From an optimization exercise on the open Yosys and OpenROAD flow, aimed at small area, a short achievable clock period and few clock cycles per item; shortcuts taken in it are not production practice.
Function was checked by simulation only, so behaviour that the tests miss may differ from the original.
Power figures rest on the tool's default switching activity, not on a simulated workload.

==> flow/design.v <==
package rv_pkg;
    localparam int XLEN       = 32;
    localparam int REG_ADDR_W = 5;
    localparam logic [XLEN-1:0] RESET_PC = '0;
    localparam logic [6:0] OPC_OP     = 7'b0110011;
    localparam logic [6:0] OPC_OP_IMM = 7'b0010011;
    localparam logic [6:0] OPC_LUI    = 7'b0110111;
    localparam logic [6:0] OPC_JAL    = 7'b1101111;
    localparam logic [6:0] OPC_BRANCH = 7'b1100011;
endpackage
module rv_core (
    input  logic                          clk,
    input  logic                          rst_n,
    output logic [rv_pkg::XLEN-1:0]       imem_addr_o,
    input  logic [rv_pkg::XLEN-1:0]       imem_data_i,
    output logic                          retire_valid_o,
    output logic [rv_pkg::XLEN-1:0]       retire_pc_o,
    output logic [rv_pkg::REG_ADDR_W-1:0] retire_rd_o,
    output logic [rv_pkg::XLEN-1:0]       retire_data_o
);
    localparam int BHT_W = 3;
    localparam int BHT_N = 1 << BHT_W;
    logic [31:0] pc_q;
    logic [31:0] regs_q [1:31];
    logic [31:1] rvalid_q;
    logic [1:0]  bht_q [BHT_N];
    logic        x_valid_q;
    logic [31:0] x_pc_q;
    logic [31:0] x_alt_q;       
    logic [31:0] x_a_q;
    logic [31:0] x_b_q;
    logic [4:0]  x_rd_q;        
    logic        x_wen_q;
    logic [2:0]  x_f3_q;
    logic        x_br_q;
    logic        x_s_add_q, x_s_sll_q, x_s_lt_q, x_s_xor_q;
    logic        x_s_shr_q, x_s_or_q, x_s_and_q, x_s_lui_q, x_s_jal_q;
    logic        x_sub_q;
    logic        x_arith_q;
    logic        x_expect_q;
    logic        r_valid_q;
    logic [31:0] r_pc_q;
    logic [4:0]  r_rd_q;
    logic [31:0] r_data_q;
    logic [31:0] ins;
    logic [6:0]  opc;
    logic [2:0]  f3;
    logic [4:0]  rs1, rs2, rd;
    logic        is_op, is_opi, is_lui, is_jal, is_br, br_cond;
    logic        writes, alt, use_imm;
    logic [31:0] imm_i, imm_u;
    logic [31:0] target, pc_plus4, pc_next, f_alt;
    logic        bht_taken, pred;
    logic        mispredict;
    assign ins = imem_data_i;
    assign opc = ins[6:0];
    assign rd  = ins[11:7];
    assign f3  = ins[14:12];
    assign rs1 = ins[19:15];
    assign rs2 = ins[24:20];
    assign is_op   = opc == rv_pkg::OPC_OP;
    assign is_opi  = opc == rv_pkg::OPC_OP_IMM;
    assign is_lui  = opc == rv_pkg::OPC_LUI;
    assign is_jal  = opc == rv_pkg::OPC_JAL;
    assign is_br   = opc == rv_pkg::OPC_BRANCH;
    assign br_cond = is_br && f3[2:1] != 2'b01;
    assign writes  = is_op || is_opi || is_lui || is_jal;
    assign use_imm = is_opi || is_lui;
    assign alt     = ins[30] && (is_op || f3 == 3'b101);
    assign imm_i  = {{20{ins[31]}}, ins[31:20]};
    assign imm_u  = {ins[31:12], 12'b0};
    assign bht_taken = bht_q[pc_q[BHT_W+1:2]][1];
    assign pred      = is_jal || (br_cond && bht_taken);
    logic [31:0] target_b, target_j;
    assign target_b = pc_q + {{19{ins[31]}}, ins[31], ins[7], ins[30:25], ins[11:8], 1'b0};
    assign target_j = pc_q + {{11{ins[31]}}, ins[31], ins[19:12], ins[20], ins[30:21], 1'b0};
    assign target   = ins[3] ? target_j : target_b;
    assign pc_plus4 = {pc_q[31:2] + 30'd1, pc_q[1:0]};
    assign f_alt    = pred ? pc_plus4 : target;
    always_comb begin
        if (mispredict) begin
            pc_next = x_alt_q;
        end else if (pred) begin
            pc_next = target;
        end else begin
            pc_next = pc_plus4;
        end
    end
    assign imem_addr_o = pc_q;
    logic [31:0] rd1, rd2;
    always_comb begin
        rd1 = '0;
        rd2 = '0;
        for (int i = 1; i < 32; i++) begin
            rd1 = rd1 | ({32{rs1 == 5'(i) && rvalid_q[i]}} & regs_q[i]);
            rd2 = rd2 | ({32{rs2 == 5'(i) && rvalid_q[i]}} & regs_q[i]);
        end
    end
    logic [31:0] sum, shl, shr, result;
    logic        cout, eq, lt, sel, cond;
    assign {cout, sum} = {1'b0, x_a_q} + {1'b0, x_b_q ^ {32{x_sub_q}}} + {32'b0, x_sub_q};
    assign eq = x_a_q == x_b_q;
    assign lt = !cout;
    logic [31:0] sh_in, sh_out;
    always_comb begin
        for (int i = 0; i < 32; i++) begin
            sh_in[i] = x_s_sll_q ? x_a_q[31-i] : x_a_q[i];
            shl[i]   = sh_out[31-i];
        end
    end
    assign sh_out = 32'($signed({x_arith_q && x_a_q[31], sh_in}) >>> x_b_q[4:0]);
    assign shr    = sh_out;
    assign result = ({32{x_s_add_q}} & sum)
                  | ({32{x_s_sll_q}} & shl)
                  | ({32{x_s_shr_q}} & shr)
                  | ({32{x_s_xor_q}} & (x_a_q ^ x_b_q))
                  | ({32{x_s_or_q}}  & (x_a_q | x_b_q))
                  | ({32{x_s_and_q}} & (x_a_q & x_b_q))
                  | ({32{x_s_lui_q}} & x_b_q)
                  | ({32{x_s_jal_q}} & x_alt_q)
                  | {31'b0, x_s_lt_q && lt};
    assign sel        = x_f3_q[2] ? lt : eq;
    assign cond       = sel ^ x_f3_q[0];
    assign mispredict = x_valid_q && x_br_q && (sel != x_expect_q);
    logic        fwd_a, fwd_b, x_we, sub, flip, wen;
    logic [31:0] a_val, b_val;
    assign fwd_a = x_valid_q && x_wen_q && x_rd_q == rs1;
    assign fwd_b = x_valid_q && x_wen_q && x_rd_q == rs2;
    assign sub   = is_br || ((is_op || is_opi) && (f3[2:1] == 2'b01 || (f3 == 3'b000 && alt)));
    assign wen   = writes && rd != 5'd0;
    assign flip  = ((is_op || is_opi) && f3 == 3'b010) || (is_br && f3[2:1] == 2'b10);
    assign a_val = fwd_a ? result : rd1;
    assign b_val = is_lui ? imm_u : is_opi ? imm_i : fwd_b ? result : rd2;
    always_ff @(posedge clk or negedge rst_n) begin
        if (!rst_n) begin
            pc_q      <= rv_pkg::RESET_PC;
            x_valid_q <= 1'b0;
            r_valid_q <= 1'b0;
        end else begin
            pc_q      <= pc_next;
            x_valid_q <= !mispredict;
            r_valid_q <= x_valid_q;
        end
    end
    always_ff @(posedge clk) begin
        x_pc_q     <= pc_q;
        x_alt_q    <= f_alt;
        x_a_q      <= a_val ^ {flip, 31'b0};
        x_b_q      <= b_val ^ {flip, 31'b0};
        x_rd_q     <= wen ? rd : 5'd0;
        x_wen_q    <= wen;
        x_f3_q     <= f3;
        x_br_q     <= br_cond;
        x_sub_q    <= sub;
        x_arith_q  <= alt && f3 == 3'b101;
        x_expect_q <= pred ^ f3[0];
        x_s_add_q  <= wen && (is_op || is_opi) && f3 == 3'b000;
        x_s_sll_q  <= wen && (is_op || is_opi) && f3 == 3'b001;
        x_s_lt_q   <= wen && (is_op || is_opi) && f3[2:1] == 2'b01;
        x_s_xor_q  <= wen && (is_op || is_opi) && f3 == 3'b100;
        x_s_shr_q  <= wen && (is_op || is_opi) && f3 == 3'b101;
        x_s_or_q   <= wen && (is_op || is_opi) && f3 == 3'b110;
        x_s_and_q  <= wen && (is_op || is_opi) && f3 == 3'b111;
        x_s_lui_q  <= wen && is_lui;
        x_s_jal_q  <= wen && is_jal;
        r_pc_q     <= x_pc_q;
        r_rd_q     <= x_rd_q;
        r_data_q   <= result;
    end
    assign x_we = x_valid_q && x_wen_q;
    always_ff @(posedge clk) begin
        for (int i = 1; i < 32; i++) begin
            if (x_we && x_rd_q == 5'(i)) begin
                regs_q[i] <= result;
            end
        end
    end
    always_ff @(posedge clk or negedge rst_n) begin
        if (!rst_n) begin
            rvalid_q <= '0;
        end else begin
            for (int i = 1; i < 32; i++) begin
                if (x_we && x_rd_q == 5'(i)) begin
                    rvalid_q[i] <= 1'b1;
                end
            end
        end
    end
    logic [BHT_W-1:0] up_idx;
    logic [1:0]       up_ctr;
    assign up_idx = x_pc_q[BHT_W+1:2];
    assign up_ctr = bht_q[up_idx];
    always_ff @(posedge clk or negedge rst_n) begin
        if (!rst_n) begin
            for (int i = 0; i < BHT_N; i++) begin
                bht_q[i] <= 2'b01;
            end
        end else if (x_valid_q && x_br_q) begin
            if (cond && up_ctr != 2'b11) begin
                bht_q[up_idx] <= up_ctr + 2'd1;
            end else if (!cond && up_ctr != 2'b00) begin
                bht_q[up_idx] <= up_ctr - 2'd1;
            end
        end
    end
    assign retire_valid_o = r_valid_q;
    assign retire_pc_o    = r_pc_q;
    assign retire_rd_o    = r_rd_q;
    assign retire_data_o  = r_data_q;
endmodule
export LEC_CHECK = 0
export CAP_MARGIN = 20
export CORE_MARGIN = 2
export CORE_UTILIZATION = 40
export SLEW_MARGIN = 20
create_clock -name core_clock -period 10.0 [get_ports {clk}]
standard.sh (not shown) runs the stock make flow with config.mk's settings and CLKGATE_MAP_FILE= SYNTH_SCRIPT=/design/flow/synth_recipe.tcl, a recipe that flattens the netlist after the stock synthesis.
==> flow/flow/run.sh <==
#!/bin/bash
# Standard layout (the standard.sh) with three changes to how it is made:
# a tighter setup-repair target aimed at the worst path only, plain buf_2
# cells as the port buffers, and a clock tree of clkbuf_8 cells without
# dummy loads. The make output is kept in flow_make.log; ORFS keeps each
# step's own log under orfs/logs.
set -euo pipefail
bash standard.sh SETUP_SLACK_MARGIN=7 TNS_END_PERCENT=0 \
  "BUFFER_PORTS_ARGS=-buffer_cell sky130_fd_sc_hd__buf_2" \
  "CTS_ARGS=-sink_clustering_enable -repair_clock_nets -dont_use_dummy_load -buf_list sky130_fd_sc_hd__clkbuf_8 -sink_clustering_size 15 -sink_clustering_max_diameter 50" \
  finish > flow_make.log 2>&1
Testbench counts at the start, summed over its fixed seeds: cycles 82,002, instrs 80,000.
Then changed:
--- a/flow/design.v
+++ b/flow/design.v
@@ -17,9 +17,9 @@
     output logic [rv_pkg::XLEN-1:0]       retire_pc_o,
     output logic [rv_pkg::REG_ADDR_W-1:0] retire_rd_o,
     output logic [rv_pkg::XLEN-1:0]       retire_data_o
 );
-    localparam int BHT_W = 3;
+    localparam int BHT_W = 4;
     localparam int BHT_N = 1 << BHT_W;
     logic [31:0] pc_q;
     logic [31:0] regs_q [1:31];
     logic [31:1] rvalid_q;
=> The changed run finished clean. First-iteration DRC count came out higher by 17%. Routed wire length came out higher by 3.3%. Combinational power came out lower by about 4%. Total power barely changes. Synthesized cell count came out higher by 1.7%. Die area came out higher by 2.1%. Clock skew came out lower by 18 ps. Design area came out higher by 3.0%. Global-route usage barely changes. Critical path depth came out lower by 1. Register-to-register slack improved by 150 ps. Fmax came out higher by 3.4%.
Testbench counts after the change, summed over its fixed seeds: cycles 81,135, instrs 80,000.

[afterwards: timing with drivers on the ports]
The flow's constraints put no driver on any port. The routed layouts listed below were extracted and timed again, unchanged, in two steps. Step 1 (the two cells are an assumption about what drives the block):
set clk [get_ports {clk}]
set_driving_cell -lib_cell sky130_fd_sc_hd__clkbuf_16 $clk
set_driving_cell -lib_cell sky130_fd_sc_hd__buf_2 [delete_from_list [all_inputs] $clk]
Step 2 times the ports against the registers' clock, not the clock port: input delays grow and output delays shrink by t, the midpoint of the rising clock arrivals with the driver on. a / b / c = ideal ports / drivers / drivers and shift; a / b = the first two.
run | t, ns | slack for setup (ns) | hold WS [ns]
the first run | 0.968 | 5.921 / 5.963 / 4.995 | 0.322 / 0.322 / 0.322
the second run | 1.001 | 6.054 / 6.096 / 5.095 | 0.321 / 0.321 / 0.321
After both steps every run listed still meets setup and hold. The setup slack of the second run, which loses most, moves by +0.042 ns with the drivers and by -0.959 ns with both steps.
